What follows belongs to an exercise in optimizing a design on an open flow for small area, a short achievable clock period and few clock cycles per item; a production flow would make more cautious choices. Only simulation tests tie the RTL to the original design; equivalence was not proved.

## flow/design.v (module list and top-level ports; edited modules follow where they fit)
// module abkf_div_step: 29 lines
// module abkf_fu: 1354 lines
// module abkf_add: 14 lines
// module abkf_mag: 6 lines
// module abkf_add3: 18 lines
// module angle_bias_kalman_filter: 402 lines
module angle_bias_kalman_filter #(
  parameter int unsigned FRAC_BITS  = 16,
  parameter int unsigned DATA_WIDTH = 32
) (
  input  logic                           clk_i,
  input  logic                           rst_ni,
  input  logic                           in_valid_i,
  output logic                           in_stall_o,
  input  logic signed [31:0]             measured_angle_i,
  input  logic signed [31:0]             gyro_rate_i,
  input  logic [15:0]                    time_step_i,
  output logic                           out_valid_o,
  input  logic                           out_stall_i,
  output logic signed [31:0]             angle_estimate_o,
  output logic signed [31:0]             bias_estimate_o,
  input  logic                           cfg_valid_i,
  output logic                           cfg_ready_o,
  input  logic [abkf_pkg::CFG_IDX_W-1:0] cfg_index_i,
  input  logic [31:0]                    cfg_data_i
);
  // ...
==> flow/run.sh <==
#!/bin/bash
# synth_recipe.tcl (not shown) runs the flow's synth.tcl, then flattens the netlist and writes it again
# the make line also repeats each setting of config.mk as NAME=value (left out here)
make -C /OpenROAD-flow-scripts/flow DESIGN_CONFIG=/design/flow/config.mk WORK_HOME=/design/flow/orfs CLKGATE_MAP_FILE= SYNTH_SCRIPT=/design/flow/synth_recipe.tcl finish
==> flow/config.mk <==
export PLATFORM = sky130hd
export DESIGN_NAME = angle_bias_kalman_filter
export DESIGN_NICKNAME = angle_bias_kalman_filter
export VERILOG_FILES = /design/flow/design.v
export SDC_FILE = /design/flow/constraint.sdc
export NUM_CORES = 4
export LEC_CHECK = 0
export CAP_MARGIN = 20
export CORE_MARGIN = 2
export CORE_UTILIZATION = 40
export SETUP_SLACK_MARGIN = 5
export SLEW_MARGIN = 20
==> flow/constraint.sdc <==
create_clock -name core_clock -period 12.0 [get_ports {clk_i}]
set_input_delay 2.4000 -clock core_clock [delete_from_list [all_inputs] [get_ports {clk_i}]]
set_output_delay 2.4000 -clock core_clock [all_outputs]
set_load 0.01 [all_outputs]
==> flow_summary.toml, run 1 <==
[worst_setup_path]
reg2reg_depth = 27
crit_cells = 27
crit_required_ps = 12450
worstPathMaxFanout = 5
r2r_start = "wovf_q"
r2r-end = "t1_q[9]"
critPathLaunchType = "register"

[cells_and_area]
seq_share_pct = 21.8
buffer_area_share_pct = 7.20
clk_share_pct = 3.69
num-nonclk-inverters = 409
num-multi-input-gates = 5930
syn2layout_area_growth_pct = 20.2
nets = 8504
num-nonclk-buffers = 602
top_register = "r0_q"

[place]
placed_area_um2 = 70200
place.gp.congestion = 1.08
pre_cts_ws_ps = 2100
dp_cells = 9612

[logic_synthesis]
syn_inst = 7564
synth_area_leader_cell = "dfrtp_1"
synth_flop_cell = "dfrtp_1"
synth-simple-area-share_pct = 10.7

[route]
route.vias.total = 66600

[floorplan]
start_util_pct = 40.3
core_um2 = 163000

[clock_tree]
ctsResizeCount = 687
clock_path_buffers = 3
cts_sinks = 698
clock_latency_ps = 740

[sta]
rsz0062_at_grt = "true"
max_freq_mhz = 128
layout_setup_ws_ps = 4200

[grt]
antenna_found_initial = 47
grt_most_used_layer = "met2"
grt_pass1_vias = 62600
grt_usage_pct = 42.5

[run_status]
status = "complete, no violations"
Testbench counts, summed over its fixed seeds: cycles 24,016, items 1,200.
==> module angle_bias_kalman_filter, before the edit <==
module angle_bias_kalman_filter #(
  parameter int unsigned FRAC_BITS  = 16,
  parameter int unsigned DATA_WIDTH = 32
) (
  input  logic                           clk_i,
  input  logic                           rst_ni,
  input  logic                           in_valid_i,
  output logic                           in_stall_o,
  input  logic signed [31:0]             measured_angle_i,
  input  logic signed [31:0]             gyro_rate_i,
  input  logic [15:0]                    time_step_i,
  output logic                           out_valid_o,
  input  logic                           out_stall_i,
  output logic signed [31:0]             angle_estimate_o,
  output logic signed [31:0]             bias_estimate_o,
  input  logic                           cfg_valid_i,
  output logic                           cfg_ready_o,
  input  logic [abkf_pkg::CFG_IDX_W-1:0] cfg_index_i,
  input  logic [31:0]                    cfg_data_i
);
  localparam logic [3:0] ST_IDLE = 4'd0;    
  localparam logic [3:0] ST_C    = 4'd1;    
  localparam logic [3:0] ST_U1   = 4'd2;    
  localparam logic [3:0] ST_T    = 4'd3;    
  localparam logic [3:0] ST_S    = 4'd4;    
  localparam logic [3:0] ST_Y    = 4'd5;    
  localparam logic [3:0] ST_DIV  = 4'd6;    
  localparam logic [3:0] ST_FIX  = 4'd7;    
  localparam logic [3:0] ST_K10  = 4'd8;    
  localparam logic [3:0] ST_K11  = 4'd9;    
  localparam logic [3:0] ST_K00  = 4'd10;   
  localparam logic [3:0] ST_K01  = 4'd11;   
  localparam logic [3:0] ST_KB   = 4'd12;   
  localparam logic [3:0] ST_KA   = 4'd13;   
  localparam logic signed [31:0] ONE = 32'sd65536;
  localparam int X_ANG = 0, X_P10 = 1, X_P00 = 2, X_P01 = 3, X_P11 = 4, X_BIAS = 5, X_M = 6;
  localparam int F_T1 = 0, F_ANG = 1, F_P10 = 2, F_P00 = 3, F_P01 = 4, F_P11 = 5, F_BIAS = 6,
                 F_R0 = 7, F_R1 = 8;
  localparam int AX_G = 0, AX_T1 = 1, AX_P00 = 2, AX_M = 3;
  localparam int AY_P10 = 0, AY_RM = 1;
  localparam int D_C = 0, D_T1 = 1;
  logic signed [31:0] ang_q, bias_q, p00_q, p01_q, p10_q, p11_q;
  logic [30:0]        qa_q, qb_q, rm_q;
  logic [3:0]         st_q, st_d;
  logic [1:0]         ph_q, ph_d;
  logic               ov_q, ov_d;
  logic               stall_q, stall_d;
  logic signed [31:0] fa_q, fa_d, fan_q;
  logic [9:0]         one_q, two_q, neg_q, one_d, two_d, neg_d;
  logic [9:0]         onen_q, twon_q, negn_q;
  logic [18:0]        fb_q, fb_d;
  logic               fneg_q, fneg_d, fnegx_q, fnegx_d, fwide_q, fwide_d, kone_q, kone_d;
  logic [6:0]         xsel_q, xsel_d;
  logic [8:0]         fdst_q, fdst_d;
  logic [3:0]         axs_q, axs_d;
  logic [1:0]         ays_q, ays_d;
  logic [1:0]         adst_q, adst_d;
  logic               asub_q, asub_d;
  logic signed [31:0] t1_q, c_q;
  logic [31:0]        d_q, q0_q, q1_q;
  logic [32:0]        r1_q;
  logic signed [34:0] r0_q;
  logic               kn0_q, kn1_q, dz_q, gen_q, lost0_q, lost1_q, fq0_q, fq1_q;
  logic               wovf_q, wsgn_q;
  logic [4:0]         dc_q;
  logic [31:0]        d_d, q0_d, q1_d;
  logic [32:0]        r1_d;
  logic signed [34:0] r0_d;
  logic               kn0_d, kn1_d, dz_d, gen_d, lost0_d, lost1_d, fq0_d, fq1_d;
  logic               wovf_d, wsgn_d;
  logic [4:0]         dc_d;
  logic signed [31:0] px, py, pres, ares, ares2;
  assign px = axs_q[AX_M] ? measured_angle_i : gyro_rate_i;
  assign py = axs_q[AX_M] ? ang_q : bias_q;
  abkf_add u_padd (.x_i(px), .y_i(py), .sub_i(1'b1), .res_o(pres));
  abkf_add u_add (.x_i(p00_q), .y_i($signed({1'b0, rm_q})), .sub_i(1'b0), .res_o(ares));
  abkf_add3 u_add3 (.x_i(t1_q), .y_i(p10_q), .z_i(qa_q), .res_o(ares2));
  logic signed [31:0] fx, fres, msat;
  logic signed [34:0] fo;
  logic [31:0]        wres;
  logic               wovf, wsgn;
  assign msat = wovf_q ? (wsgn_q ? 32'sh8000_0000 : 32'sh7fff_ffff) : $signed(r1_q[31:0]);
  always_comb begin
    fx = '0;
    if (xsel_q[X_ANG])  fx = fx | ang_q;
    if (xsel_q[X_P10])  fx = fx | p10_q;
    if (xsel_q[X_P00])  fx = fx | p00_q;
    if (xsel_q[X_P01])  fx = fx | p01_q;
    if (xsel_q[X_P11])  fx = fx | p11_q;
    if (xsel_q[X_BIAS]) fx = fx | bias_q;
    if (xsel_q[X_M])    fx = fx | msat;
  end
  abkf_fu u_fu (
    .a_i(fa_q), .an_i(fan_q), .one_i(one_q), .two_i(two_q), .neg_i(neg_q),
    .onen_i(onen_q), .twon_i(twon_q), .negn_i(negn_q), .nega_i(fneg_q),
    .x_i(fx), .negx_i(fnegx_q), .wide_i(fwide_q), .ext_i(r0_q),
    .fo_o(fo), .res_o(fres), .wres_o(wres), .wovf_o(wovf), .wsgn_o(wsgn)
  );
  logic [31:0] n0, n1, dmag;
  logic [31:0] r0n, r1n;
  logic [31:0] q0n, q1n;
  logic        l0n, l1n;
  logic [1:0]  fill;
  abkf_mag u_m0 (.x_i(p00_q), .m_o(n0));
  abkf_mag u_m1 (.x_i(p10_q), .m_o(n1));
  abkf_mag u_md (.x_i(ares),  .m_o(dmag));
  assign fill[0] = gen_q && (dc_q >= 5'd16);
  assign fill[1] = gen_q && (dc_q >= 5'd16);
  abkf_div_step u_l0 (.d_i(d_q), .r_i(r0_q[31:0]), .q_i(q0_q), .fill_i(fill),
                      .r_o(r0n), .q_o(q0n), .lost_o(l0n));
  abkf_div_step u_l1 (.d_i(d_q), .r_i(r1_q[31:0]), .q_i(q1_q), .fill_i(fill),
                      .r_o(r1n), .q_o(q1n), .lost_o(l1n));
  logic div_redo, div_run;
  assign div_run  = (st_q == ST_Y || st_q == ST_DIV) && !dz_q;
  assign div_redo = div_run && !gen_q && dc_q == 5'd1 && (q0_q[1] | q1_q[1]);
  always_comb begin
    d_d = d_q; q0_d = q0_q; q1_d = q1_q; r0_d = r0_q; r1_d = r1_q;
    kn0_d = kn0_q; kn1_d = kn1_q; dz_d = dz_q; gen_d = gen_q;
    lost0_d = lost0_q; lost1_d = lost1_q; fq0_d = fq0_q; fq1_d = fq1_q; dc_d = dc_q;
    wovf_d = wovf_q; wsgn_d = wsgn_q;
    if (st_q == ST_S) begin
      d_d     = dmag;
      dz_d    = (ares == '0);
      kn0_d   = p00_q[31] ^ ares[31];
      kn1_d   = p10_q[31] ^ ares[31];
      r0_d    = {7'b0, n0[31:4]};
      q0_d    = {n0[3:0], 28'd0};
      r1_d    = {5'b0, n1[31:4]};
      q1_d    = {n1[3:0], 28'd0};
      gen_d   = 1'b0;
      lost0_d = 1'b0;
      lost1_d = 1'b0;
      fq0_d   = 1'b1;
      fq1_d   = 1'b1;
      dc_d    = '0;
    end else if (st_q == ST_DIV && dz_q) begin
      q0_d = '0;
      q1_d = '0;
    end else if (div_redo) begin
      r0_d  = '0;
      q0_d  = n0;
      r1_d  = '0;
      q1_d  = n1;
      gen_d = 1'b1;
      dc_d  = '0;
    end else if (div_run) begin
      r0_d    = {3'b0, r0n};
      q0_d    = q0n;
      r1_d    = {1'b0, r1n};
      q1_d    = q1n;
      lost0_d = lost0_q | l0n;
      lost1_d = lost1_q | l1n;
      dc_d    = dc_q + 5'd1;
    end else if (st_q == ST_FIX) begin
      if (lost0_q || q0_q[31]) q0_d = kn0_q ? 32'h8000_0000 : 32'h7fff_ffff;
      if (lost1_q || q1_q[31]) q1_d = kn1_q ? 32'h8000_0000 : 32'h7fff_ffff;
      fq0_d = !(lost0_q || q0_q[31]) && q0_q[30:19] == '0;
      fq1_d = !(lost1_q || q1_q[31]) && q1_q[30:19] == '0;
    end else begin
      if (fdst_q[F_R0]) r0_d = fo;
      if (fdst_q[F_R1]) begin
        r1_d   = {1'b0, wres};
        wovf_d = wovf;
        wsgn_d = wsgn;
      end
    end
  end
  always_ff @(posedge clk_i) begin
    d_q <= d_d; q0_q <= q0_d; q1_q <= q1_d; r0_q <= r0_d; r1_q <= r1_d;
    kn0_q <= kn0_d; kn1_q <= kn1_d; dz_q <= dz_d; gen_q <= gen_d;
    lost0_q <= lost0_d; lost1_q <= lost1_d; fq0_q <= fq0_d; fq1_q <= fq1_d; dc_q <= dc_d;
    wovf_q <= wovf_d; wsgn_q <= wsgn_d;
  end
  logic kdone, hold_out;
  assign kdone    = (ph_q == 2'd2) || (ph_q == 2'd0 && kone_q);
  assign hold_out = ov_q && out_stall_i;
  always_comb begin
    st_d = st_q;
    ph_d = ph_q;
    ov_d = hold_out;
    unique case (st_q)
      ST_IDLE: if (in_valid_i) st_d = ST_C;
      ST_C:    if (!hold_out) st_d = ST_U1;    
      ST_U1:   st_d = ST_T;
      ST_T:    st_d = ST_S;
      ST_S:    st_d = ST_Y;
      ST_Y:    st_d = ST_DIV;
      ST_DIV: begin
        if (dz_q) st_d = ST_K10;
        else if (div_redo) st_d = ST_DIV;
        else if (!gen_q && dc_q == 5'd9) st_d = ST_K10;
        else if (gen_q && dc_q == 5'd23) st_d = ST_FIX;
      end
      ST_FIX:  st_d = ST_K10;
      default: begin    
        if (kdone) begin
          ph_d = 2'd0;
          if (st_q == ST_KA) begin
            st_d = in_valid_i ? ST_C : ST_IDLE;
            ov_d = 1'b1;
          end else begin
            st_d = st_q + 4'd1;
          end
        end else begin
          ph_d = ph_q + 2'd1;
        end
      end
    endcase
  end
  logic        nkn, nsub, nsm;
  logic [31:0] nkm;
  logic        nfq;
  function automatic logic small28(input logic [31:0] v);
    small28 = (v[31:28] == 4'h0) || (v[31:28] == 4'hf);
  endfunction
  always_comb begin
    nkn = kn0_q; nkm = q0_d; nfq = fq0_d; nsub = 1'b1; nsm = 1'b1;
    unique case (st_d)
      ST_K10: begin nkn = kn1_q; nkm = q1_d; nfq = fq1_d; nsm = small28(p00_q); end
      ST_K11: begin nkn = kn1_q; nkm = q1_d; nfq = fq1_d; nsm = small28(p01_q); end
      ST_K00: begin nkn = kn0_q; nkm = q0_d; nfq = fq0_d; nsm = small28(p00_q); end
      ST_K01: begin nkn = kn0_q; nkm = q0_d; nfq = fq0_d; nsm = small28(p01_q); end
      ST_KB:  begin nkn = kn1_q; nkm = q1_d; nfq = fq1_d; nsub = 1'b0; nsm = small28(c_q); end
      ST_KA:  begin nkn = kn0_q; nkm = q0_d; nfq = fq0_d; nsub = 1'b0; nsm = small28(c_q); end
      default: ;
    endcase
    kone_d = nfq && (nsm || dz_q);
  end
  always_comb begin
    xsel_d = '0; fdst_d = '0; fneg_d = 1'b0; fnegx_d = 1'b0; fwide_d = 1'b0;
    axs_d = '0; ays_d = '0; adst_d = '0; asub_d = 1'b1;
    fb_d = fb_q;
    fa_d = fa_q;
    if (st_q == ST_IDLE || st_q == ST_KA) fb_d = {3'b0, time_step_i};
    unique case (st_d)
      ST_IDLE: begin
        axs_d[AX_G] = 1'b1; adst_d[D_C] = 1'b1;
      end
      ST_C: begin
        fa_d = p11_q; xsel_d[X_P01] = 1'b1; fnegx_d = 1'b1; fdst_d[F_T1] = 1'b1;
      end
      ST_U1: begin
        fa_d = p11_q; fneg_d = 1'b1; xsel_d[X_P10] = 1'b1; fdst_d[F_P10] = 1'b1;
        axs_d[AX_T1] = 1'b1; ays_d[AY_P10] = 1'b1; adst_d[D_T1] = 1'b1;
      end
      ST_T: begin
        fa_d = ares2; xsel_d[X_P00] = 1'b1; fdst_d[F_P00] = 1'b1;
      end
      ST_S: begin
        fa_d = c_q; xsel_d[X_ANG] = 1'b1; fdst_d[F_ANG] = 1'b1;
        axs_d[AX_P00] = 1'b1; ays_d[AY_RM] = 1'b1; asub_d = 1'b0;
      end
      ST_Y: begin
        fa_d = p11_q; fneg_d = 1'b1; xsel_d[X_P01] = 1'b1; fdst_d[F_P01] = 1'b1;
        axs_d[AX_M] = 1'b1; adst_d[D_C] = 1'b1;
      end
      ST_DIV: begin
        if (st_q == ST_Y) begin
          fa_d = $signed({1'b0, qb_q}); xsel_d[X_P11] = 1'b1; fdst_d[F_P11] = 1'b1;
        end
      end
      ST_FIX: ;
      default: begin    
        if (ph_d == 2'd2) begin
          fb_d = 19'h10000; fnegx_d = nsub;
          xsel_d[X_M] = 1'b1;
          unique case (st_d)
            ST_K10:  begin fa_d = p10_q;  fdst_d[F_P10] = 1'b1; end
            ST_K11:  begin fa_d = p11_q;  fdst_d[F_P11] = 1'b1; end
            ST_K00:  begin fa_d = p00_q;  fdst_d[F_P00] = 1'b1; end
            ST_K01:  begin fa_d = p01_q;  fdst_d[F_P01] = 1'b1; end
            ST_KB:   begin fa_d = bias_q; fdst_d[F_BIAS] = 1'b1; end
            default: begin fa_d = ang_q;  fdst_d[F_ANG] = 1'b1; end
          endcase
        end else begin
          unique case (st_d)
            ST_K10, ST_K00: fa_d = p00_q;
            ST_K11, ST_K01: fa_d = p01_q;
            default:        fa_d = c_q;
          endcase
          if (ph_d == 2'd1) begin
            fneg_d = nkn; fb_d = {3'b0, nkm[31:19], 3'b0}; fwide_d = 1'b1; fdst_d[F_R1] = 1'b1;
          end else if (kone_d) begin
            fneg_d = nkn ^ nsub; fb_d = nkm[18:0];
            unique case (st_d)
              ST_K10:  begin xsel_d[X_P10] = 1'b1;  fdst_d[F_P10] = 1'b1; end
              ST_K11:  begin xsel_d[X_P11] = 1'b1;  fdst_d[F_P11] = 1'b1; end
              ST_K00:  begin xsel_d[X_P00] = 1'b1;  fdst_d[F_P00] = 1'b1; end
              ST_K01:  begin xsel_d[X_P01] = 1'b1;  fdst_d[F_P01] = 1'b1; end
              ST_KB:   begin xsel_d[X_BIAS] = 1'b1; fdst_d[F_BIAS] = 1'b1; end
              default: begin xsel_d[X_ANG] = 1'b1;  fdst_d[F_ANG] = 1'b1; end
            endcase
          end else begin
            fneg_d = nkn; fb_d = nkm[18:0]; fdst_d[F_R0] = 1'b1;
          end
        end
        if (st_d == ST_KA) begin
          axs_d[AX_G] = 1'b1;
          if (ph_d == 2'd2 || (ph_d == 2'd0 && kone_d)) adst_d[D_C] = 1'b1;
        end
      end
    endcase
    for (int k = 0; k < 10; k++) begin
      logic b2, b1, b0;
      b2 = (2 * k + 1 < 19) ? fb_d[2 * k + 1] : 1'b0;
      b1 = (2 * k < 19) ? fb_d[2 * k] : 1'b0;
      b0 = (k > 0) ? fb_d[2 * k - 1] : 1'b0;
      one_d[k] = b1 ^ b0;
      two_d[k] = (b2 & ~b1 & ~b0) | (~b2 & b1 & b0);
      neg_d[k] = b2 ^ fneg_d;
    end
    stall_d = (st_d != ST_Y);
  end
  always_ff @(posedge clk_i or negedge rst_ni) begin
    if (!rst_ni) begin
      st_q    <= ST_IDLE;
      ph_q    <= 2'd0;
      ov_q    <= 1'b0;
      stall_q <= 1'b1;
      xsel_q  <= '0;
      fdst_q  <= '0;
      fnegx_q <= 1'b0;
      fwide_q <= 1'b0;
      kone_q  <= 1'b0;
      axs_q   <= 4'b0001;
      ays_q   <= 2'b00;
      adst_q  <= 2'b01;
      asub_q  <= 1'b1;
    end else begin
      st_q    <= st_d;
      ph_q    <= ph_d;
      ov_q    <= ov_d;
      stall_q <= stall_d;
      xsel_q  <= xsel_d;
      fdst_q  <= fdst_d;
      fnegx_q <= fnegx_d;
      fwide_q <= fwide_d;
      kone_q  <= kone_d;
      axs_q   <= axs_d;
      ays_q   <= ays_d;
      adst_q  <= adst_d;
      asub_q  <= asub_d;
    end
  end
  always_ff @(posedge clk_i) begin
    fb_q   <= fb_d;
    fa_q   <= fa_d;
    fan_q  <= ~fa_d;
    fneg_q <= fneg_d;
    one_q  <= one_d;
    two_q  <= two_d;
    neg_q  <= neg_d;
    onen_q <= ~one_d;
    twon_q <= ~two_d;
    negn_q <= ~neg_d;
  end
  always_ff @(posedge clk_i or negedge rst_ni) begin
    if (!rst_ni) begin
      ang_q  <= '0;
      bias_q <= '0;
      p00_q  <= ONE;
      p01_q  <= '0;
      p10_q  <= '0;
      p11_q  <= ONE;
      qa_q   <= 31'd66;
      qb_q   <= 31'd197;
      rm_q   <= 31'd1966;
    end else begin
      if (fdst_q[F_ANG])  ang_q  <= fres;
      if (fdst_q[F_BIAS]) bias_q <= fres;
      if (fdst_q[F_P00])  p00_q  <= fres;
      if (fdst_q[F_P01])  p01_q  <= fres;
      if (fdst_q[F_P10])  p10_q  <= fres;
      if (fdst_q[F_P11])  p11_q  <= fres;
      if (cfg_valid_i) begin
        unique case (cfg_index_i)
          2'd0: qa_q <= cfg_data_i[30:0];
          2'd1: qb_q <= cfg_data_i[30:0];
          2'd2: rm_q <= cfg_data_i[30:0];
          default: begin
            ang_q  <= $signed(cfg_data_i);
            bias_q <= '0;
            p00_q  <= ONE;
            p01_q  <= '0;
            p10_q  <= '0;
            p11_q  <= ONE;
          end
        endcase
      end
    end
  end
  always_ff @(posedge clk_i) begin
    if (fdst_q[F_T1]) t1_q <= fres;
    else if (adst_q[D_T1]) t1_q <= ares2;
    if (adst_q[D_C]) c_q <= pres;
  end
  assign in_stall_o       = stall_q;
  assign out_valid_o      = ov_q;
  assign cfg_ready_o      = 1'b1;
  assign angle_estimate_o = ang_q;
  assign bias_estimate_o  = bias_q;
endmodule
==> run 2: changes to the inputs <==
--- a/flow/design.v
+++ b/flow/design.v
@@ -27,96 +27,92 @@
     assign lost[k] = fill_i[k] & q[k][31];
   end
   assign r_o    = r[2];
   assign q_o    = q[2];
   assign lost_o = |lost;
 endmodule
 module abkf_fu (
   input  logic signed [31:0]   a_i,
-  input  logic signed [31:0]   an_i,
   input  logic [9:0]         one_i,
   input  logic [9:0]         two_i,
   input  logic [9:0]         neg_i,
-  input  logic [9:0]         onen_i,
-  input  logic [9:0]         twon_i,
-  input  logic [9:0]         negn_i,
   input  logic                 nega_i,
   input  logic signed [31:0]   x_i,
   input  logic                 negx_i,
   input  logic                 wide_i,
   input  logic signed [34:0]   ext_i,
   output logic signed [34:0]   fo_o,
-  output logic signed [31:0]   res_o,
-  output logic [31:0]          wres_o,
-  output logic                 wovf_o,
-  output logic                 wsgn_o
+  output logic [31:0]          raw_o,
+  output logic                 rovf_o,
+  output logic                 rsgn_o,
+  output logic [47:0]          wres_o
 );
   wire one0 = one_i[0];
   wire two0 = two_i[0];
   wire neg0 = neg_i[0];
-  wire oneh0 = ~onen_i[0];
-  wire twoh0 = ~twon_i[0];
-  wire negh0 = ~negn_i[0];
+  wire oneh0 = one_i[0];
+  wire twoh0 = two_i[0];
+  wire negh0 = neg_i[0];
   wire one1 = one_i[1];
   wire two1 = two_i[1];
   wire neg1 = neg_i[1];
-  wire oneh1 = ~onen_i[1];
-  wire twoh1 = ~twon_i[1];
-  wire negh1 = ~negn_i[1];
+  wire oneh1 = one_i[1];
+  wire twoh1 = two_i[1];
+  wire negh1 = neg_i[1];
   wire one2 = one_i[2];
   wire two2 = two_i[2];
   wire neg2 = neg_i[2];
-  wire oneh2 = ~onen_i[2];
-  wire twoh2 = ~twon_i[2];
-  wire negh2 = ~negn_i[2];
+  wire oneh2 = one_i[2];
+  wire twoh2 = two_i[2];
+  wire negh2 = neg_i[2];
   wire one3 = one_i[3];
   wire two3 = two_i[3];
   wire neg3 = neg_i[3];
-  wire oneh3 = ~onen_i[3];
-  wire twoh3 = ~twon_i[3];
-  wire negh3 = ~negn_i[3];
+  wire oneh3 = one_i[3];
+  wire twoh3 = two_i[3];
+  wire negh3 = neg_i[3];
   wire one4 = one_i[4];
   wire two4 = two_i[4];
   wire neg4 = neg_i[4];
-  wire oneh4 = ~onen_i[4];
-  wire twoh4 = ~twon_i[4];
-  wire negh4 = ~negn_i[4];
+  wire oneh4 = one_i[4];
+  wire twoh4 = two_i[4];
+  wire negh4 = neg_i[4];
   wire one5 = one_i[5];
   wire two5 = two_i[5];
   wire neg5 = neg_i[5];
-  wire oneh5 = ~onen_i[5];
-  wire twoh5 = ~twon_i[5];
-  wire negh5 = ~negn_i[5];
+  wire oneh5 = one_i[5];
+  wire twoh5 = two_i[5];
+  wire negh5 = neg_i[5];
   wire one6 = one_i[6];
   wire two6 = two_i[6];
   wire neg6 = neg_i[6];
-  wire oneh6 = ~onen_i[6];
-  wire twoh6 = ~twon_i[6];
-  wire negh6 = ~negn_i[6];
+  wire oneh6 = one_i[6];
+  wire twoh6 = two_i[6];
+  wire negh6 = neg_i[6];
   wire one7 = one_i[7];
   wire two7 = two_i[7];
   wire neg7 = neg_i[7];
-  wire oneh7 = ~onen_i[7];
-  wire twoh7 = ~twon_i[7];
-  wire negh7 = ~negn_i[7];
+  wire oneh7 = one_i[7];
+  wire twoh7 = two_i[7];
+  wire negh7 = neg_i[7];
   wire one8 = one_i[8];
   wire two8 = two_i[8];
   wire neg8 = neg_i[8];
-  wire oneh8 = ~onen_i[8];
-  wire twoh8 = ~twon_i[8];
-  wire negh8 = ~negn_i[8];
+  wire oneh8 = one_i[8];
+  wire twoh8 = two_i[8];
+  wire negh8 = neg_i[8];
   wire one9 = one_i[9];
   wire two9 = two_i[9];
   wire neg9 = neg_i[9];
-  wire oneh9 = ~onen_i[9];
-  wire twoh9 = ~twon_i[9];
-  wire negh9 = ~negn_i[9];
+  wire oneh9 = one_i[9];
+  wire twoh9 = two_i[9];
+  wire negh9 = neg_i[9];
   wire [33:0] ae0 = {a_i[31], a_i[31], a_i};
-  wire [33:0] ae1 = ~{an_i[31], an_i[31], an_i};
+  wire [33:0] ae1 = ae0;
   wire [33:0] pp0;
   assign pp0[0] = (one0 & ae0[0]) ^ neg0;
   for (genvar i = 1; i < 17; i++) begin : g_pp0
     assign pp0[i] = ((one0 & ae0[i]) | (two0 & ae0[i-1])) ^ neg0;
   end
   for (genvar i = 17; i < 34; i++) begin : g_pph0
     assign pp0[i] = ((oneh0 & ae0[i]) | (twoh0 & ae0[i-1])) ^ negh0;
   end
@@ -1370,24 +1366,20 @@
   assign rb[49] = s689;
   assign ra[50] = c690;
   assign rb[50] = s691;
   assign ra[51] = c692;
   assign rb[51] = ~pp9[33];
   logic [51:0] s;
   assign s = ra + rb;
   assign fo_o = s[34+16:16];
-  assign wres_o = s[31:0];
-  assign wovf_o = !(s[51:31] == {21{1'b0}} || s[51:31] == {21{1'b1}});
-  assign wsgn_o = s[51];
-  always_comb begin
-    if (s[51:47] == 5'b00000 || s[51:47] == 5'b11111) res_o = s[47:16];
-    else if (s[51]) res_o = 32'sh8000_0000;
-    else res_o = 32'sh7fff_ffff;
-  end
+  assign wres_o = s[47:0];
+  assign raw_o  = s[47:16];
+  assign rovf_o = !(s[51:47] == 5'b00000 || s[51:47] == 5'b11111);
+  assign rsgn_o = s[51];
 endmodule
 module abkf_add (
   input  logic signed [31:0] x_i,
   input  logic signed [31:0] y_i,
   input  logic               sub_i,
   output logic signed [31:0] res_o
 );
   logic signed [32:0] s;
@@ -1459,102 +1451,125 @@
   localparam logic signed [31:0] ONE = 32'sd65536;
   localparam int X_ANG = 0, X_P10 = 1, X_P00 = 2, X_P01 = 3, X_P11 = 4, X_BIAS = 5, X_M = 6;
   localparam int F_T1 = 0, F_ANG = 1, F_P10 = 2, F_P00 = 3, F_P01 = 4, F_P11 = 5, F_BIAS = 6,
                  F_R0 = 7, F_R1 = 8;
   localparam int AX_G = 0, AX_T1 = 1, AX_P00 = 2, AX_M = 3;
   localparam int AY_P10 = 0, AY_RM = 1;
   localparam int D_C = 0, D_T1 = 1;
   logic signed [31:0] ang_q, bias_q, p00_q, p01_q, p10_q, p11_q;
+  logic               ang_v, bias_v, p00_v, p01_v, p10_v, p11_v;
+  logic               ang_n, bias_n, p00_n, p01_n, p10_n, p11_n;
   logic [30:0]        qa_q, qb_q, rm_q;
+  logic signed [31:0] ang_s, bias_s, p00_s, p01_s, p10_s, p11_s, t1_s;
   logic [3:0]         st_q, st_d;
   logic [1:0]         ph_q, ph_d;
   logic               ov_q, ov_d;
   logic               stall_q, stall_d;
-  logic signed [31:0] fa_q, fa_d, fan_q;
+  logic signed [31:0] fa_q, fa_d, fx_q, fx_d;
   logic [9:0]         one_q, two_q, neg_q, one_d, two_d, neg_d;
-  logic [9:0]         onen_q, twon_q, negn_q;
   logic [18:0]        fb_q, fb_d;
   logic               fneg_q, fneg_d, fnegx_q, fnegx_d, fwide_q, fwide_d, kone_q, kone_d;
-  logic [6:0]         xsel_q, xsel_d;
+  logic [6:0]         xsel_d;
   logic [8:0]         fdst_q, fdst_d;
   logic [3:0]         axs_q, axs_d;
   logic [1:0]         ays_q, ays_d;
   logic [1:0]         adst_q, adst_d;
   logic               asub_q, asub_d;
   logic signed [31:0] t1_q, c_q;
+  logic               t1_v, t1_n;
   logic [31:0]        d_q, q0_q, q1_q;
-  logic [32:0]        r1_q;
+  logic [47:0]        r1_q;
   logic signed [34:0] r0_q;
   logic               kn0_q, kn1_q, dz_q, gen_q, lost0_q, lost1_q, fq0_q, fq1_q;
-  logic               wovf_q, wsgn_q;
   logic [4:0]         dc_q;
   logic [31:0]        d_d, q0_d, q1_d;
-  logic [32:0]        r1_d;
+  logic [47:0]        r1_d;
   logic signed [34:0] r0_d;
   logic               kn0_d, kn1_d, dz_d, gen_d, lost0_d, lost1_d, fq0_d, fq1_d;
-  logic               wovf_d, wsgn_d;
   logic [4:0]         dc_d;
+  function automatic logic signed [31:0] sat32(input logic [31:0] v, input logic o,
+                                               input logic n);
+    sat32 = o ? (n ? 32'sh8000_0000 : 32'sh7fff_ffff) : $signed(v);
+  endfunction
+  assign ang_s  = sat32(ang_q, ang_v, ang_n);
+  assign bias_s = sat32(bias_q, bias_v, bias_n);
+  assign p00_s  = sat32(p00_q, p00_v, p00_n);
+  assign p01_s  = sat32(p01_q, p01_v, p01_n);
+  assign p10_s  = sat32(p10_q, p10_v, p10_n);
+  assign p11_s  = sat32(p11_q, p11_v, p11_n);
+  assign t1_s   = sat32(t1_q, t1_v, t1_n);
   logic signed [31:0] px, py, pres, ares, ares2;
   assign px = axs_q[AX_M] ? measured_angle_i : gyro_rate_i;
-  assign py = axs_q[AX_M] ? ang_q : bias_q;
+  assign py = axs_q[AX_M] ? ang_s : bias_s;
   abkf_add u_padd (.x_i(px), .y_i(py), .sub_i(1'b1), .res_o(pres));
-  abkf_add u_add (.x_i(p00_q), .y_i($signed({1'b0, rm_q})), .sub_i(1'b0), .res_o(ares));
-  abkf_add3 u_add3 (.x_i(t1_q), .y_i(p10_q), .z_i(qa_q), .res_o(ares2));
-  logic signed [31:0] fx, fres, msat;
+  logic [32:0] ssum;
+  assign ssum = {p00_s[31], p00_s} + {2'b0, rm_q};
+  assign ares = (ssum[32:31] == 2'b01) ? 32'sh7fff_ffff : $signed(ssum[31:0]);
+  abkf_add3 u_add3 (.x_i(t1_s), .y_i(p10_s), .z_i(qa_q), .res_o(ares2));
+  logic signed [31:0] msat;
+  logic [31:0]        fraw;
+  logic [47:0]        wres;
   logic signed [34:0] fo;
-  logic [31:0]        wres;
-  logic               wovf, wsgn;
-  assign msat = wovf_q ? (wsgn_q ? 32'sh8000_0000 : 32'sh7fff_ffff) : $signed(r1_q[31:0]);
+  logic               fovf, fsgn;
+  assign msat = (r1_q[47:31] == '0 || r1_q[47:31] == '1) ? $signed(r1_q[31:0]) :
+                (r1_q[47] ? 32'sh8000_0000 : 32'sh7fff_ffff);
   always_comb begin
-    fx = '0;
-    if (xsel_q[X_ANG])  fx = fx | ang_q;
-    if (xsel_q[X_P10])  fx = fx | p10_q;
-    if (xsel_q[X_P00])  fx = fx | p00_q;
-    if (xsel_q[X_P01])  fx = fx | p01_q;
-    if (xsel_q[X_P11])  fx = fx | p11_q;
-    if (xsel_q[X_BIAS]) fx = fx | bias_q;
-    if (xsel_q[X_M])    fx = fx | msat;
+    fx_d = '0;
+    if (xsel_d[X_ANG])  fx_d = fx_d | ang_s;
+    if (xsel_d[X_P10])  fx_d = fx_d | p10_s;
+    if (xsel_d[X_P00])  fx_d = fx_d | p00_s;
+    if (xsel_d[X_P01])  fx_d = fx_d | p01_s;
+    if (xsel_d[X_P11])  fx_d = fx_d | p11_s;
+    if (xsel_d[X_BIAS]) fx_d = fx_d | bias_s;
+    if (xsel_d[X_M])    fx_d = fx_d | msat;
   end
   abkf_fu u_fu (
-    .a_i(fa_q), .an_i(fan_q), .one_i(one_q), .two_i(two_q), .neg_i(neg_q),
-    .onen_i(onen_q), .twon_i(twon_q), .negn_i(negn_q), .nega_i(fneg_q),
-    .x_i(fx), .negx_i(fnegx_q), .wide_i(fwide_q), .ext_i(r0_q),
-    .fo_o(fo), .res_o(fres), .wres_o(wres), .wovf_o(wovf), .wsgn_o(wsgn)
+    .a_i(fa_q), .one_i(one_q), .two_i(two_q), .neg_i(neg_q), .nega_i(fneg_q),
+    .x_i(fx_q), .negx_i(fnegx_q), .wide_i(fwide_q), .ext_i(r0_q),
+    .fo_o(fo), .raw_o(fraw), .rovf_o(fovf), .rsgn_o(fsgn),
+    .wres_o(wres)
   );
   logic [31:0] n0, n1, dmag;
   logic [31:0] r0n, r1n;
   logic [31:0] q0n, q1n;
   logic        l0n, l1n;
   logic [1:0]  fill;
-  abkf_mag u_m0 (.x_i(p00_q), .m_o(n0));
-  abkf_mag u_m1 (.x_i(p10_q), .m_o(n1));
+  abkf_mag u_m0 (.x_i(p00_s), .m_o(n0));
+  abkf_mag u_m1 (.x_i(p10_s), .m_o(n1));
   abkf_mag u_md (.x_i(ares),  .m_o(dmag));
   assign fill[0] = gen_q && (dc_q >= 5'd16);
   assign fill[1] = gen_q && (dc_q >= 5'd16);
   abkf_div_step u_l0 (.d_i(d_q), .r_i(r0_q[31:0]), .q_i(q0_q), .fill_i(fill),
                       .r_o(r0n), .q_o(q0n), .lost_o(l0n));
   abkf_div_step u_l1 (.d_i(d_q), .r_i(r1_q[31:0]), .q_i(q1_q), .fill_i(fill),
                       .r_o(r1n), .q_o(q1n), .lost_o(l1n));
   logic div_redo, div_run;
   assign div_run  = (st_q == ST_Y || st_q == ST_DIV) && !dz_q;
   assign div_redo = div_run && !gen_q && dc_q == 5'd1 && (q0_q[1] | q1_q[1]);
   always_comb begin
     d_d = d_q; q0_d = q0_q; q1_d = q1_q; r0_d = r0_q; r1_d = r1_q;
     kn0_d = kn0_q; kn1_d = kn1_q; dz_d = dz_q; gen_d = gen_q;
     lost0_d = lost0_q; lost1_d = lost1_q; fq0_d = fq0_q; fq1_d = fq1_q; dc_d = dc_q;
-    wovf_d = wovf_q; wsgn_d = wsgn_q;
-    if (st_q == ST_S) begin
+    if (div_run && !div_redo) begin
+      r0_d    = {3'b0, r0n};
+      q0_d    = q0n;
+      r1_d    = {16'b0, r1n};
+      q1_d    = q1n;
+      lost0_d = lost0_q | l0n;
+      lost1_d = lost1_q | l1n;
+      dc_d    = dc_q + 5'd1;
+    end else if (st_q == ST_S) begin
       d_d     = dmag;
-      dz_d    = (ares == '0);
-      kn0_d   = p00_q[31] ^ ares[31];
-      kn1_d   = p10_q[31] ^ ares[31];
+      dz_d    = (ssum == '0);
+      kn0_d   = p00_s[31] ^ ssum[32];
+      kn1_d   = p10_s[31] ^ ssum[32];
       r0_d    = {7'b0, n0[31:4]};
       q0_d    = {n0[3:0], 28'd0};
-      r1_d    = {5'b0, n1[31:4]};
+      r1_d    = {20'b0, n1[31:4]};
       q1_d    = {n1[3:0], 28'd0};
       gen_d   = 1'b0;
       lost0_d = 1'b0;
       lost1_d = 1'b0;
       fq0_d   = 1'b1;
       fq1_d   = 1'b1;
       dc_d    = '0;
     end else if (st_q == ST_DIV && dz_q) begin
@@ -1562,46 +1577,33 @@
       q1_d = '0;
     end else if (div_redo) begin
       r0_d  = '0;
       q0_d  = n0;
       r1_d  = '0;
       q1_d  = n1;
       gen_d = 1'b1;
       dc_d  = '0;
-    end else if (div_run) begin
-      r0_d    = {3'b0, r0n};
-      q0_d    = q0n;
-      r1_d    = {1'b0, r1n};
-      q1_d    = q1n;
-      lost0_d = lost0_q | l0n;
-      lost1_d = lost1_q | l1n;
-      dc_d    = dc_q + 5'd1;
     end else if (st_q == ST_FIX) begin
       if (lost0_q || q0_q[31]) q0_d = kn0_q ? 32'h8000_0000 : 32'h7fff_ffff;
       if (lost1_q || q1_q[31]) q1_d = kn1_q ? 32'h8000_0000 : 32'h7fff_ffff;
       fq0_d = !(lost0_q || q0_q[31]) && q0_q[30:19] == '0;
       fq1_d = !(lost1_q || q1_q[31]) && q1_q[30:19] == '0;
     end else begin
       if (fdst_q[F_R0]) r0_d = fo;
-      if (fdst_q[F_R1]) begin
-        r1_d   = {1'b0, wres};
-        wovf_d = wovf;
-        wsgn_d = wsgn;
-      end
+      if (fdst_q[F_R1]) r1_d = wres;
     end
   end
   always_ff @(posedge clk_i) begin
     d_q <= d_d; q0_q <= q0_d; q1_q <= q1_d; r0_q <= r0_d; r1_q <= r1_d;
     kn0_q <= kn0_d; kn1_q <= kn1_d; dz_q <= dz_d; gen_q <= gen_d;
     lost0_q <= lost0_d; lost1_q <= lost1_d; fq0_q <= fq0_d; fq1_q <= fq1_d; dc_q <= dc_d;
-    wovf_q <= wovf_d; wsgn_q <= wsgn_d;
   end
   logic kdone, hold_out;
-  assign kdone    = (ph_q == 2'd2) || (ph_q == 2'd0 && kone_q);
+  assign kdone    = (ph_q == 2'd3) || (ph_q == 2'd0 && kone_q);
   assign hold_out = ov_q && out_stall_i;
   always_comb begin
     st_d = st_q;
     ph_d = ph_q;
     ov_d = hold_out;
     unique case (st_q)
       ST_IDLE: if (in_valid_i) st_d = ST_C;
       ST_C:    if (!hold_out) st_d = ST_U1;    
@@ -1635,20 +1637,20 @@
   logic [31:0] nkm;
   logic        nfq;
   function automatic logic small28(input logic [31:0] v);
     small28 = (v[31:28] == 4'h0) || (v[31:28] == 4'hf);
   endfunction
   always_comb begin
     nkn = kn0_q; nkm = q0_d; nfq = fq0_d; nsub = 1'b1; nsm = 1'b1;
     unique case (st_d)
-      ST_K10: begin nkn = kn1_q; nkm = q1_d; nfq = fq1_d; nsm = small28(p00_q); end
-      ST_K11: begin nkn = kn1_q; nkm = q1_d; nfq = fq1_d; nsm = small28(p01_q); end
-      ST_K00: begin nkn = kn0_q; nkm = q0_d; nfq = fq0_d; nsm = small28(p00_q); end
-      ST_K01: begin nkn = kn0_q; nkm = q0_d; nfq = fq0_d; nsm = small28(p01_q); end
+      ST_K10: begin nkn = kn1_q; nkm = q1_d; nfq = fq1_d; nsm = small28(p00_s); end
+      ST_K11: begin nkn = kn1_q; nkm = q1_d; nfq = fq1_d; nsm = small28(p01_s); end
+      ST_K00: begin nkn = kn0_q; nkm = q0_d; nfq = fq0_d; nsm = small28(p00_s); end
+      ST_K01: begin nkn = kn0_q; nkm = q0_d; nfq = fq0_d; nsm = small28(p01_s); end
       ST_KB:  begin nkn = kn1_q; nkm = q1_d; nfq = fq1_d; nsub = 1'b0; nsm = small28(c_q); end
       ST_KA:  begin nkn = kn0_q; nkm = q0_d; nfq = fq0_d; nsub = 1'b0; nsm = small28(c_q); end
       default: ;
     endcase
     kone_d = nfq && (nsm || dz_q);
   end
   always_comb begin
     xsel_d = '0; fdst_d = '0; fneg_d = 1'b0; fnegx_d = 1'b0; fwide_d = 1'b0;
@@ -1656,55 +1658,56 @@
     fb_d = fb_q;
     fa_d = fa_q;
     if (st_q == ST_IDLE || st_q == ST_KA) fb_d = {3'b0, time_step_i};
     unique case (st_d)
       ST_IDLE: begin
         axs_d[AX_G] = 1'b1; adst_d[D_C] = 1'b1;
       end
       ST_C: begin
-        fa_d = p11_q; xsel_d[X_P01] = 1'b1; fnegx_d = 1'b1; fdst_d[F_T1] = 1'b1;
+        fa_d = p11_s; xsel_d[X_P01] = 1'b1; fnegx_d = 1'b1; fdst_d[F_T1] = 1'b1;
       end
       ST_U1: begin
-        fa_d = p11_q; fneg_d = 1'b1; xsel_d[X_P10] = 1'b1; fdst_d[F_P10] = 1'b1;
+        fa_d = p11_s; fneg_d = 1'b1; xsel_d[X_P10] = 1'b1; fdst_d[F_P10] = 1'b1;
         axs_d[AX_T1] = 1'b1; ays_d[AY_P10] = 1'b1; adst_d[D_T1] = 1'b1;
       end
       ST_T: begin
         fa_d = ares2; xsel_d[X_P00] = 1'b1; fdst_d[F_P00] = 1'b1;
       end
       ST_S: begin
         fa_d = c_q; xsel_d[X_ANG] = 1'b1; fdst_d[F_ANG] = 1'b1;
         axs_d[AX_P00] = 1'b1; ays_d[AY_RM] = 1'b1; asub_d = 1'b0;
       end
       ST_Y: begin
-        fa_d = p11_q; fneg_d = 1'b1; xsel_d[X_P01] = 1'b1; fdst_d[F_P01] = 1'b1;
+        fa_d = p11_s; fneg_d = 1'b1; xsel_d[X_P01] = 1'b1; fdst_d[F_P01] = 1'b1;
         axs_d[AX_M] = 1'b1; adst_d[D_C] = 1'b1;
       end
       ST_DIV: begin
         if (st_q == ST_Y) begin
           fa_d = $signed({1'b0, qb_q}); xsel_d[X_P11] = 1'b1; fdst_d[F_P11] = 1'b1;
         end
       end
       ST_FIX: ;
       default: begin    
         if (ph_d == 2'd2) begin
+        end else if (ph_d == 2'd3) begin
           fb_d = 19'h10000; fnegx_d = nsub;
           xsel_d[X_M] = 1'b1;
           unique case (st_d)
-            ST_K10:  begin fa_d = p10_q;  fdst_d[F_P10] = 1'b1; end
-            ST_K11:  begin fa_d = p11_q;  fdst_d[F_P11] = 1'b1; end
-            ST_K00:  begin fa_d = p00_q;  fdst_d[F_P00] = 1'b1; end
-            ST_K01:  begin fa_d = p01_q;  fdst_d[F_P01] = 1'b1; end
-            ST_KB:   begin fa_d = bias_q; fdst_d[F_BIAS] = 1'b1; end
-            default: begin fa_d = ang_q;  fdst_d[F_ANG] = 1'b1; end
+            ST_K10:  begin fa_d = p10_s;  fdst_d[F_P10] = 1'b1; end
+            ST_K11:  begin fa_d = p11_s;  fdst_d[F_P11] = 1'b1; end
+            ST_K00:  begin fa_d = p00_s;  fdst_d[F_P00] = 1'b1; end
+            ST_K01:  begin fa_d = p01_s;  fdst_d[F_P01] = 1'b1; end
+            ST_KB:   begin fa_d = bias_s; fdst_d[F_BIAS] = 1'b1; end
+            default: begin fa_d = ang_s;  fdst_d[F_ANG] = 1'b1; end
           endcase
         end else begin
           unique case (st_d)
-            ST_K10, ST_K00: fa_d = p00_q;
-            ST_K11, ST_K01: fa_d = p01_q;
+            ST_K10, ST_K00: fa_d = p00_s;
+            ST_K11, ST_K01: fa_d = p01_s;
             default:        fa_d = c_q;
           endcase
           if (ph_d == 2'd1) begin
             fneg_d = nkn; fb_d = {3'b0, nkm[31:19], 3'b0}; fwide_d = 1'b1; fdst_d[F_R1] = 1'b1;
           end else if (kone_d) begin
             fneg_d = nkn ^ nsub; fb_d = nkm[18:0];
             unique case (st_d)
               ST_K10:  begin xsel_d[X_P10] = 1'b1;  fdst_d[F_P10] = 1'b1; end
@@ -1736,91 +1739,88 @@
     stall_d = (st_d != ST_Y);
   end
   always_ff @(posedge clk_i or negedge rst_ni) begin
     if (!rst_ni) begin
       st_q    <= ST_IDLE;
       ph_q    <= 2'd0;
       ov_q    <= 1'b0;
       stall_q <= 1'b1;
-      xsel_q  <= '0;
       fdst_q  <= '0;
       fnegx_q <= 1'b0;
       fwide_q <= 1'b0;
       kone_q  <= 1'b0;
       axs_q   <= 4'b0001;
       ays_q   <= 2'b00;
       adst_q  <= 2'b01;
       asub_q  <= 1'b1;
     end else begin
       st_q    <= st_d;
       ph_q    <= ph_d;
       ov_q    <= ov_d;
       stall_q <= stall_d;
-      xsel_q  <= xsel_d;
       fdst_q  <= fdst_d;
       fnegx_q <= fnegx_d;
       fwide_q <= fwide_d;
       kone_q  <= kone_d;
       axs_q   <= axs_d;
       ays_q   <= ays_d;
       adst_q  <= adst_d;
       asub_q  <= asub_d;
     end
   end
   always_ff @(posedge clk_i) begin
     fb_q   <= fb_d;
     fa_q   <= fa_d;
-    fan_q  <= ~fa_d;
+    fx_q   <= fx_d;
     fneg_q <= fneg_d;
     one_q  <= one_d;
     two_q  <= two_d;
     neg_q  <= neg_d;
-    onen_q <= ~one_d;
-    twon_q <= ~two_d;
-    negn_q <= ~neg_d;
   end
   always_ff @(posedge clk_i or negedge rst_ni) begin
     if (!rst_ni) begin
       ang_q  <= '0;
       bias_q <= '0;
       p00_q  <= ONE;
       p01_q  <= '0;
       p10_q  <= '0;
       p11_q  <= ONE;
+      {ang_v, bias_v, p00_v, p01_v, p10_v, p11_v} <= '0;
+      {ang_n, bias_n, p00_n, p01_n, p10_n, p11_n} <= '0;
       qa_q   <= 31'd66;
       qb_q   <= 31'd197;
       rm_q   <= 31'd1966;
     end else begin
-      if (fdst_q[F_ANG])  ang_q  <= fres;
-      if (fdst_q[F_BIAS]) bias_q <= fres;
-      if (fdst_q[F_P00])  p00_q  <= fres;
-      if (fdst_q[F_P01])  p01_q  <= fres;
-      if (fdst_q[F_P10])  p10_q  <= fres;
-      if (fdst_q[F_P11])  p11_q  <= fres;
+      if (fdst_q[F_ANG])  {ang_q, ang_v, ang_n}    <= {fraw, fovf, fsgn};
+      if (fdst_q[F_BIAS]) {bias_q, bias_v, bias_n} <= {fraw, fovf, fsgn};
+      if (fdst_q[F_P00])  {p00_q, p00_v, p00_n}    <= {fraw, fovf, fsgn};
+      if (fdst_q[F_P01])  {p01_q, p01_v, p01_n}    <= {fraw, fovf, fsgn};
+      if (fdst_q[F_P10])  {p10_q, p10_v, p10_n}    <= {fraw, fovf, fsgn};
+      if (fdst_q[F_P11])  {p11_q, p11_v, p11_n}    <= {fraw, fovf, fsgn};
       if (cfg_valid_i) begin
         unique case (cfg_index_i)
           2'd0: qa_q <= cfg_data_i[30:0];
           2'd1: qb_q <= cfg_data_i[30:0];
           2'd2: rm_q <= cfg_data_i[30:0];
           default: begin
-            ang_q  <= $signed(cfg_data_i);
-            bias_q <= '0;
-            p00_q  <= ONE;
-            p01_q  <= '0;
-            p10_q  <= '0;
-            p11_q  <= ONE;
+            {ang_q, ang_v, ang_n}    <= {cfg_data_i, 2'b00};
+            {bias_q, bias_v, bias_n} <= '0;
+            {p00_q, p00_v, p00_n}    <= {ONE, 2'b00};
+            {p01_q, p01_v, p01_n}    <= '0;
+            {p10_q, p10_v, p10_n}    <= '0;
+            {p11_q, p11_v, p11_n}    <= {ONE, 2'b00};
           end
         endcase
       end
     end
   end
   always_ff @(posedge clk_i) begin
-    if (fdst_q[F_T1]) t1_q <= fres;
-    else if (adst_q[D_T1]) t1_q <= ares2;
+    if (fdst_q[F_T1]) {t1_q, t1_v, t1_n} <= {fraw, fovf, fsgn};
+    else if (adst_q[D_T1]) {t1_q, t1_v, t1_n} <= {ares2, 2'b00};
     if (adst_q[D_C]) c_q <= pres;
   end
   assign in_stall_o       = stall_q;
   assign out_valid_o      = ov_q;
   assign cfg_ready_o      = 1'b1;
-  assign angle_estimate_o = ang_q;
-  assign bias_estimate_o  = bias_q;
+  assign angle_estimate_o = ang_s;
+  assign bias_estimate_o  = bias_s;
 endmodule
==> flow/config.mk (replaced) <==
export PLATFORM = sky130hd
export DESIGN_NAME = angle_bias_kalman_filter
export DESIGN_NICKNAME = angle_bias_kalman_filter
export VERILOG_FILES = /design/flow/design.v
export SDC_FILE = /design/flow/constraint.sdc
export NUM_CORES = 4
export LEC_CHECK = 0
export CAP_MARGIN = 5
export CORE_MARGIN = 2
export CORE_UTILIZATION = 45
export SETUP_SLACK_MARGIN = 5
export SLEW_MARGIN = 5
==> run 2 against run 1 <==
- worst hold slack worse by 11 ps
- final cell count up 1.2%
- utilization grew 4.1 points
- synthesized area rose by 3.2%
- register-to-register slack gained 750 ps
- fmax is 11% higher
- critical path depth shrank 2
- worst setup slack improved by 750 ps
- count of clock-buffer cells in the layout fell by 8
- flip-flop and latch count decreased by 9
- clock skew rose by 15 ps
- critical path type unchanged
==> flow_summary.toml, run 2 <==
[worst_setup_path]
worstPathMaxFanout = 9
arrival_ps = 7600
setup.worst_path.end_class = "register"
reg2reg_depth = 25
setup.worst_path.class = "reg -> reg"
critPathLaunchType = "register"
crit_required_ps = 12560

[floorplan]
start_util_pct = 45.3
rows = 142
dieArea_um2 = 154000
core_um2 = 150000
die_x_um = 392
die_y_um = 392
io_pins = 186

[place]
placed_area_um2 = 72300
place.gp.congestion = 1.04
numPortBuffers = 184
hpwlAfterDp_um = 250000

[sta]
slew_viol_final = 0
tightest_slew_ps = 1440
max_freq_mhz = 142
final_hold_viol_count = 0
period_share_pct = 58.7
min_period_ps = 7040
setup_viol = 0
tns_ps = 0
rsz0062_at_grt = "true"
whs_ps = 482
finClkSkew_ps = 59.3
max_slew_margin_pct = 3.05

[cells_and_area]
drive_gt1_share_pct = 12.8
top_register = "r1_q"
seq_area_um2 = 17500
final_cell_mix = "640 x nor2_1, 579 x nand2_1, 574 x a21oi_1"
nets = 8783
layout_commonest_cell = "nor2_1"
n_fill_cell = 14100
syn2layout_area_growth_pct = 16.1
fin_util_pct = 52.5
reg.largest.list = "r1_q x48, r0_q x35"
final_cell_area_um2 = 78700
largest_reg_flops = 48
multi_input_area_um2 = 48200

[clock_tree]
cts-root-buf = "clkbuf_16"
cts_sinks = 689
clock_latency_ps = 720
cts_buffers = 84
ctsHoldBuffers = 0
path_clk_slew_ps = 60
clock_path_buffers = 3
htree_levels = 3
cts_tree = "yes"

[logic_synthesis]
ys_types = 106
synth.area.mux_share_pct = 6.85
synth_nets = 8675
yosysSeqAreaShare_pct = 25.8
synth.most_common_cell = "nor2_1"
synth.avg_cell_area_um2 = 8.59
netlist_top_cells_area = "dfrtp_1 11%, fa_1 9.4%, edfxtp_1 9.1%"
ys_top_cells_by_count = "652 x nor2_1, 597 x a21oi_1, 590 x nand2_1"
synth_top_family_by_area = "compound AO/OA/AOI/OAI gates"
synth_area_um2 = 67800
synth_area_leader_cell = "dfrtp_1"
yosys_register_bits = 689
syn_inst = 7897
synth_xor_area_share_pct = 9.00
synth-adder-area-share_pct = 15.8
async_flop_share_pct = 46.3
synth_flop_cell = "dfrtp_1"
synth-simple-area-share_pct = 11.8
synth.top_cell.area_share_pct = 11.1
synth-compound-area-share_pct = 24.9
yosys_warnings = 6
synth_edf_count = 205

[run_status]
status = "complete, no violations"

[route]
drtIter0Drc = 10100
route.vias.total = 68500
vias_per_cell = 6.77
drtAntennaViolNets = 0
wl_per_cell_um = 34.2
wirelength_um = 346000
drc = 0
drtPass1Iterations = 7

[grt]
antenna_found_initial = 46
grt_pass1_wl_um = 481000
grt_overflow_total = 0
grt_usage_pct = 43.8
grt_max_degree = 88
grt_pass1_vias = 63400

[min_path]
holdPathStages = 1
hp-class = "reg -> reg"

[run]
max_cap_viol_count = 0
run 2: cell families after synthesis:
kind of cell	Yosys count
mux	445
flops	689
compound gates	2572
xor+xnor	697
fa+ha+maj	667
buf+inv	1040
simple gates	1786
other cells	1
run 2: worst paths after layout:
path	slack [ps]	to	from
max	4960	r1_q[24]	fa_q[10]
min	480	q1_q[7]	q1_q[5]
max reg2reg	4960	r1_q[24]	fa_q[10]
min reg2reg	480	q1_q[7]	q1_q[5]
max in group asynchronous	7940	fdst_q[5]	rst_ni
min in group asynchronous	1640	qa_q[10]	rst_ni
run 2: timing repair:
| action | 4_1_cts | 5_1_grt |
|---|---|---|
| buffers inserted | 84 | 49 |
| setup endpoints to repair | 384 | 229 |
| pin swaps | 28 | 104 |
| gates resized for setup | 190 | 215 |
| gates cloned | 4 | 8 |
run 2: worst max-delay path, stage by stage, from the launching register on:
cell and delay, ps:
edfxtp_1 410, buf_12 180, buf_4 150, buf_4 140
a22oi_1 220, xnor2_1 110, fa_1 490, inv_1 60
fa_2 440, fa_1 480, fa_1 550, inv_1 50
fa_1 510, ha_4 330, inv_1 80, nor3_2 200
nand3_1 120, o211a_4 240, o31ai_4 310, a21oi_1 130
xnor2_1 350, buf_4 460, nand2_1 260, o21ai_0 300
o21ai_0 160, nor2_1 130
run 2: metrics by stage:
step	setup slack, ps	std cells
2_1_floorplan	5000	7897
3_3_place_gp	2510	9787
3_5_place_dp	2380	9787
4_1_cts	4920	10000
5_1_grt	4830	10100
6_report	4960	10100
run 2: routing by layer:
| layer | share of wire (%) | vias to the layer above | track usage, % |
|---|---|---|---|
| met5 | 0.13 | - | 0.829 |
| met4 | 8.4 | 44 | 30.8 |
| met3 | 14 | 1084 | 15.9 |
| met2 | 40 | 4989 | 60.6 |
| met1 | 38 | 33700 | 56.2 |
| li1 | - | 28600 | - |
run 2: cell type report:
class,instances,area share [%]
sequential,689,22.2
tap,2016,3.21
clock buffer,107,2.92
multi-input combinational,6169,61.2
timing repair inverter,1,0.00954
antenna,26,0.0827
timing repair buffer,563,7.27
inverter,497,2.41
clock inverter,49,0.617
Testbench counts of run 2, summed over its fixed seeds: cycles 24,016, items 1,200.
==> run 3: changes to the inputs <==
--- a/flow/config.mk
+++ b/flow/config.mk
@@ -5,8 +5,8 @@
 export SDC_FILE = /design/flow/constraint.sdc
 export NUM_CORES = 4
 export LEC_CHECK = 0
-export CAP_MARGIN = 5
+export CAP_MARGIN = 10
 export CORE_MARGIN = 2
-export CORE_UTILIZATION = 45
+export CORE_UTILIZATION = 40
 export SETUP_SLACK_MARGIN = 5
-export SLEW_MARGIN = 5
+export SLEW_MARGIN = 10
==> run 3 against run 2 <==
- clock skew grew 6.8 ps
- final cell count grew 1.8%
- cell area grew 0.27%
- utilization shrank 5.8 points
- die area grew 12%
- count of clock-buffer cells in the layout shrank 5
- register-to-register slack gained 90 ps
- flip-flop and latch count is the same
- routed wire length shrank 2.0%
- critical path depth shrank 2
- critical endpoint is now r1_q[12]
==> flow_summary.toml, run 3 <==
[logic_synthesis]
ys_top_cells_by_count = "652 x nor2_1, 597 x a21oi_1, 590 x nand2_1"
synth_nets = 8675
synth-simple-area-share_pct = 11.8
ys_types = 106
syn_inst = 7897
synth_top_family_by_area = "compound AO/OA/AOI/OAI gates"
synth-compound-area-share_pct = 24.9
synth_edf_count = 205
yosysSeqAreaShare_pct = 25.8
synth.avg_cell_area_um2 = 8.59
yosys_warnings = 6
synth.top_cell.area_share_pct = 11.1
synth.area.mux_share_pct = 6.85
synth_flop_cell = "dfrtp_1"
synth.most_common_cell = "nor2_1"
yosys_register_bits = 689
synth_area_um2 = 67800
synth_area_leader_cell = "dfrtp_1"
synth_xor_area_share_pct = 9.00
async_flop_share_pct = 46.3
netlist_top_cells_area = "dfrtp_1 11%, fa_1 9.4%, edfxtp_1 9.1%"
synth-adder-area-share_pct = 15.8

[floorplan]
core_um2 = 169000
dieArea_um2 = 173000
die_y_um = 416
rows = 151
io_pins = 186
die_x_um = 416
start_util_pct = 40.1

[route]
route.vias.total = 67300
vias_per_cell = 6.54
drtPass1Iterations = 7
wirelength_um = 340000
drtAntennaViolNets = 0
drc = 0
wl_per_cell_um = 33.0
drtIter0Drc = 9256

[worst_setup_path]
critPathLaunchType = "register"
worstPathMaxFanout = 46
crit_family = "compound AO/OA/AOI/OAI gates"
critPathBufInv = 2
crit_required_ps = 12420
cp_cell_sequence = "ha_1, o21a_1, o31a_1, o21ai_2, o21ai_2, a41o_1, a31oi_4, a211o_1, nand2_2, buf_12, mux2_2, ha_1, and3_1, a221o_1, a21oi_1, a21oi_1, a21o_1, a31o_2, o311a_1, a211o_2, buf_12, o211ai_1, o221ai_1"
arrival_ps = 7380
r2r-end = "r1_q[12]"
cpPeakStageDelay_ps = 580
regToRegSetupSlack_ps = 5050
r2r_start = "r1_q[2]"
cpMaxStageDelayCell = "edfxtp_1"
setup.worst_path.class = "reg -> reg"
setup.worst_path.end_class = "register"
reg2reg_depth = 23

[sta]
setup_viol = 0
rsz0062_at_grt = "true"
final_hold_viol_count = 0
whs_ps = 487
slew_viol_final = 0
max_slew_margin_pct = 2.25
finClkSkew_ps = 66.0
tightest_slew_ps = 1460
tns_ps = 0
max_freq_mhz = 144
min_period_ps = 6950
period_share_pct = 57.9

[min_path]
holdPathStages = 1
min_to = "q1_q[17]"
hp-class = "reg -> reg"
min_from = "q1_q[15]"

[grt]
grt_pass1_wl_um = 477000
grt_max_degree = 156
antenna_found_initial = 29
grt_pass1_vias = 63700
grt_usage_pct = 38.1
grt_overflow_total = 0

[run_status]
status = "complete, no violations"

[cells_and_area]
layout_commonest_cell = "nor2_1"
final_cell_mix = "636 x nor2_1, 576 x nand2_1, 567 x a21oi_1"
nets = 8775
drive_gt1_share_pct = 13.2
syn2layout_area_growth_pct = 16.4
stdcell_count = 10300
reg.largest.list = "r1_q x48, r0_q x35"
top_register = "r1_q"
largest_reg_flops = 48

[clock_tree]
cts_sinks = 689
clock_latency_ps = 740
htree_levels = 3
cts_tree = "yes"
path_clk_slew_ps = 70
cts-root-buf = "clkbuf_16"
clock_path_buffers = 3
cts_buffers = 78

[run]
max_cap_viol_count = 0

[place]
place.gp.congestion = 1.06
dp_cells = 9989
numPortBuffers = 184
hpwlAfterDp_um = 245000
-- run 3: changes by cell type in the layout (fill, tap and decap cells not counted), sizes merged --
cell and change:
buf +1, clkinv -8, clkbuf -6, diode -9
and2 -1, clkinvlp -4, bufinv +5
-- run 3: routing by layer --
layer  global-route usage [%]  share of wire [%]  vias to the layer above
met3                     13.7                 12                     1152
li1                         -                  -                    28600
met1                     47.0                 38                    33000
met2                     55.0                 41                     4604
met4                     26.5                8.5                       28
met5                        0              0.070                        -
-- run 3: cell type report --
cell class / count / area (um2)
repair buffers: 563 / 5580
fillers: 16300 / 90000
clock buffers: 102 / 2260
multi-input cells: 6168 / 48300
inverters: 497 / 1900
flip-flops and latches: 689 / 17500
diodes: 17 / 42.5
well taps: 2218 / 2780
clock inverters: 43 / 528
-- run 3: cells by family after synthesis --
| group | after synthesis |
|---|---|
| flip-flops | 689 |
| other | 1 |
| adder cells (fa/ha/maj) | 667 |
| multiplexers | 445 |
| buffers and inverters | 1040 |
| XOR/XNOR | 697 |
| AND/OR/NAND/NOR | 1786 |
| AO/OA/AOI/OAI | 2572 |
-- run 3: how the worst max path moves through the flow --
stage / depth (start not counted) / slack, ps / from / end
2_1_floorplan: 11 / 5000 / in_valid_i / fa_q[0]
3_3_place_gp: 21 / 3240 / fa_q[3] / p00_v
3_5_place_dp: 22 / 3120 / fwide_q / p01_v
4_1_cts: 25 / 5000 / fa_q[15] / t1_v
5_1_grt: 27 / 4870 / p00_v / d_q[30]
6_report: 23 / 5050 / r1_q[2] / r1_q[12]
-- run 3: repair_timing --
item                                    4_1_cts  5_1_grt
hold buffers                                  0        0
endpoints found under the hold margin         0        0
gates resized for setup                     230      213
cloned                                        5        3
endpoints found under the setup margin      360      217
setup buffers                                88       48
pin swaps                                    54       96
-- run 3: per-stage QoR --
stage               util [%]  worst slack [ps]  cell area (um2)
global placement        43.0              3240            72600
global route            46.7              4870            78900
CTS                     45.9              5000            77600
detailed placement      43.0              3120            72600
finish                  46.7              5050            78900
floorplan                  -              5000            67800

==> afterwards: timing with drivers on the ports <==
Ports are ideal in the flow. The routed layouts listed here were re-timed in OpenROAD. Step 1: set_driving_cell puts a clkbuf_16 on clk_i and a buf_2 on each other input, an assumption about the parent block. Step 2 also shifts input and output timing later by t, the mid clock arrival at the registers, as if the neighbouring blocks saw the same clock. a / b / c = ideal / step 1 / step 2; a / b = the first two.
run | shift t [ns] | setup WS [ns] | worst setup path at the end | slew at the worst register clock pin (ns) | pins driven straight from the clock port
run 1 | 0.808 | 4.205 / 4.205 / 4.205 | register to register | 0.07 / 0.07 | 1
run 2 | 0.784 | 4.955 / 4.955 / 4.271 | input to register | 0.08 / 0.08 | 1
run 3 | 0.801 | 5.048 / 5.048 / 4.367 | input to register | 0.07 / 0.07 | 1
After both steps setup and hold are still met in every run listed. For run 2, which loses most, drivers alone change the setup slack by 0.000 ns; drivers and shift together by -0.684 ns.
